Background: an optimization exercise with open tools, aiming at small area, a short achievable clock period and few clock cycles per item. Do not read the settings as production practice.
Function was checked by simulation only, so behaviour that the tests miss may differ from the original.

==> flow/design.v (excerpt) <==
module weight_update_top
(
    input  logic                  clk,
    input  logic                  rstn,
    input  logic                  start,
    input  wupd_pkg::err_t        e,
    input  wupd_pkg::ref_vec_t    ref_vec,
    input  wupd_pkg::norm_t       n,
    output wupd_pkg::weight_vec_t weights,
    output logic                  busy,
    output logic                  done
);
==> flow/config.mk <==
export PLATFORM = sky130hd
export DESIGN_NAME = weight_update_top
export DESIGN_NICKNAME = weight_update_top
export VERILOG_FILES = /design/flow/design.v
export SDC_FILE = /design/flow/constraint.sdc
export NUM_CORES = 4
export LEC_CHECK = 0
export ABC_AREA = 1
export CAP_MARGIN = 20
export CORE_MARGIN = 2
export CORE_UTILIZATION = 55
export PLACE_DENSITY = 0.75
export SETUP_SLACK_MARGIN = 5
export SLEW_MARGIN = 20
export TNS_END_PERCENT = 100
==> flow/constraint.sdc <==
create_clock -name core_clock -period 10.0 [get_ports {clk}]
set_input_delay 2.0000 -clock core_clock [delete_from_list [all_inputs] [get_ports {clk}]]
set_output_delay 2.0000 -clock core_clock [all_outputs]
set_load 0.01 [all_outputs]
run.sh (not shown) runs the stock make flow with config.mk's settings and CLKGATE_MAP_FILE= SYNTH_SCRIPT=/design/flow/synth_recipe.tcl, a recipe that flattens the netlist after the stock synthesis.
The first run passed the timing, design-rule and antenna checks.
Testbench counts at the start, summed over its fixed seeds: cycles 5,932, updates 384.
Rerun with:
CORE_UTILIZATION = 40   (was 55)
CTS_CLUSTER_DIAMETER = 80   (was not set)
CTS_CLUSTER_SIZE = 40   (was not set)
GPL_ROUTABILITY_DRIVEN = 0   (was not set)
PLACE_DENSITY = not set   (was 0.75)
The new run ran to the end with no violations.
Global-route usage came out lower by 11 points.
Fmax came out higher by a few percent.
Synthesized area stays the same.
Rerun with:
GPL_ROUTABILITY_DRIVEN = not set   (was 0)
Outcome:
- clock-buffer cell count rises by 2
- setup slack degrades by 0.065 ns
- first-iteration DRC count falls by about a fifth
- die area stays the same
- synthesized area is unchanged
- wire length rises by a few percent
- non-clock buffer count rises by 32
- cell area rises slightly
- global-route usage rises by 1.0 points

Starting RTL as in the previous note.
==> flow/config.mk <==
export PLATFORM = sky130hd
export DESIGN_NAME = weight_update_top
export DESIGN_NICKNAME = weight_update_top
export VERILOG_FILES = /design/flow/design.v
export SDC_FILE = /design/flow/constraint.sdc
export NUM_CORES = 4
export LEC_CHECK = 0
export ABC_AREA = 1
export CAP_MARGIN = 20
export CORE_MARGIN = 2
export CORE_UTILIZATION = 40
export CTS_CLUSTER_DIAMETER = 80
export CTS_CLUSTER_SIZE = 40
export GPL_ROUTABILITY_DRIVEN = 0
export PLACE_DENSITY = 0.45
export SETUP_SLACK_MARGIN = 5
export SLEW_MARGIN = 20
export TNS_END_PERCENT = 100
==> flow/constraint.sdc <==
create_clock -name core_clock -period 10.0 [get_ports {clk}]
set_input_delay 2.0000 -clock core_clock [delete_from_list [all_inputs] [get_ports {clk}]]
set_output_delay 2.0000 -clock core_clock [all_outputs]
set_load 0.01 [all_outputs]
Testbench counts at the start, summed over its fixed seeds: cycles 5,932, updates 384.
Edit:
Settings changed: CORE_UTILIZATION 40 to 30, PLACE_DENSITY 0.45 to not set.
Outcome: Worst setup slack gets better by 0.017 ns; area after synthesis does not change; cell count goes up by a little under a tenth; final area rises slightly; die area grows by a quarter to a third; fmax came out higher slightly.
Edit:
Settings changed: ABC_AREA 1 to 0, CORE_UTILIZATION 30 to 40, GPL_ROUTABILITY_DRIVEN 0 to not set.
Die area goes down by 30%.
Wire length fell by 21%.
Via count goes down by 18%.
Area after synthesis drops by 6.6%.
Hold slack barely changes.
Final area falls by 5.7%.
Utilization climbs by 14 points.
Clock skew goes up by 0.021 ns.
Edit:
Settings changed: ABC_AREA 0 to 1, CTS_CLUSTER_DIAMETER 80 to 60, CTS_CLUSTER_SIZE 40 to 30, GPL_ROUTABILITY_DRIVEN set to 0.
Effect:
- global-route usage rose by 2.2 points
- worst hold slack is worse by 0.0054 ns
- clock skew drops by 0.027 ns
- non-clock buffer count is higher by 2
- clock-buffer cell count climbs by 15
- setup slack gets better by 0.80 ns
- design area rose by 5.0%
- synthesized cell count grows by 32%
- wire length went up by 19%

what the ideal ports hide:
The results above use ideal ports. As a check the final layouts listed here were re-extracted and re-timed, cells and wires unchanged.
Step 1, drivers: a clkbuf_16 drives clk and a buf_2 each remaining input, both assumed.
Step 2 times the ports against the registers' clock, not the clock port: input delays grow and output delays shrink by t, the midpoint of the rising clock arrivals with the driver on.
a / b / c = ideal ports / drivers / drivers and shift; a / b = the first two.
run	t, ns	slack for setup (ns)	slew at the worst register clock pin (ns)	worst data-port slew with drivers (ns)	cell pins on the clock port's net
the first run of note 1	0.655	4.702 / 4.728 / 4.092	0.07 / 0.07	0.06	1
the second run of note 1	0.678	4.960 / 4.960 / 4.401	0.11 / 0.11	0.06	1
the third run of note 1	0.675	4.895 / 4.895 / 4.298	0.10 / 0.10	0.07	1
the first run of note 2	0.702	4.875 / 4.875 / 4.272	0.10 / 0.10	0.06	1
the second run of note 2	0.691	4.892 / 4.892 / 4.434	0.11 / 0.11	0.05	1
the third run of note 2	0.660	4.142 / 4.142 / 4.135	0.11 / 0.11	0.09	1
the fourth run of note 2	0.634	4.947 / 4.947 / 4.371	0.08 / 0.08	0.07	1
After both steps every run listed still meets setup and hold. For the first run of note 1, which loses most, drivers alone change the setup slack by +0.026 ns; drivers and shift together by -0.610 ns.
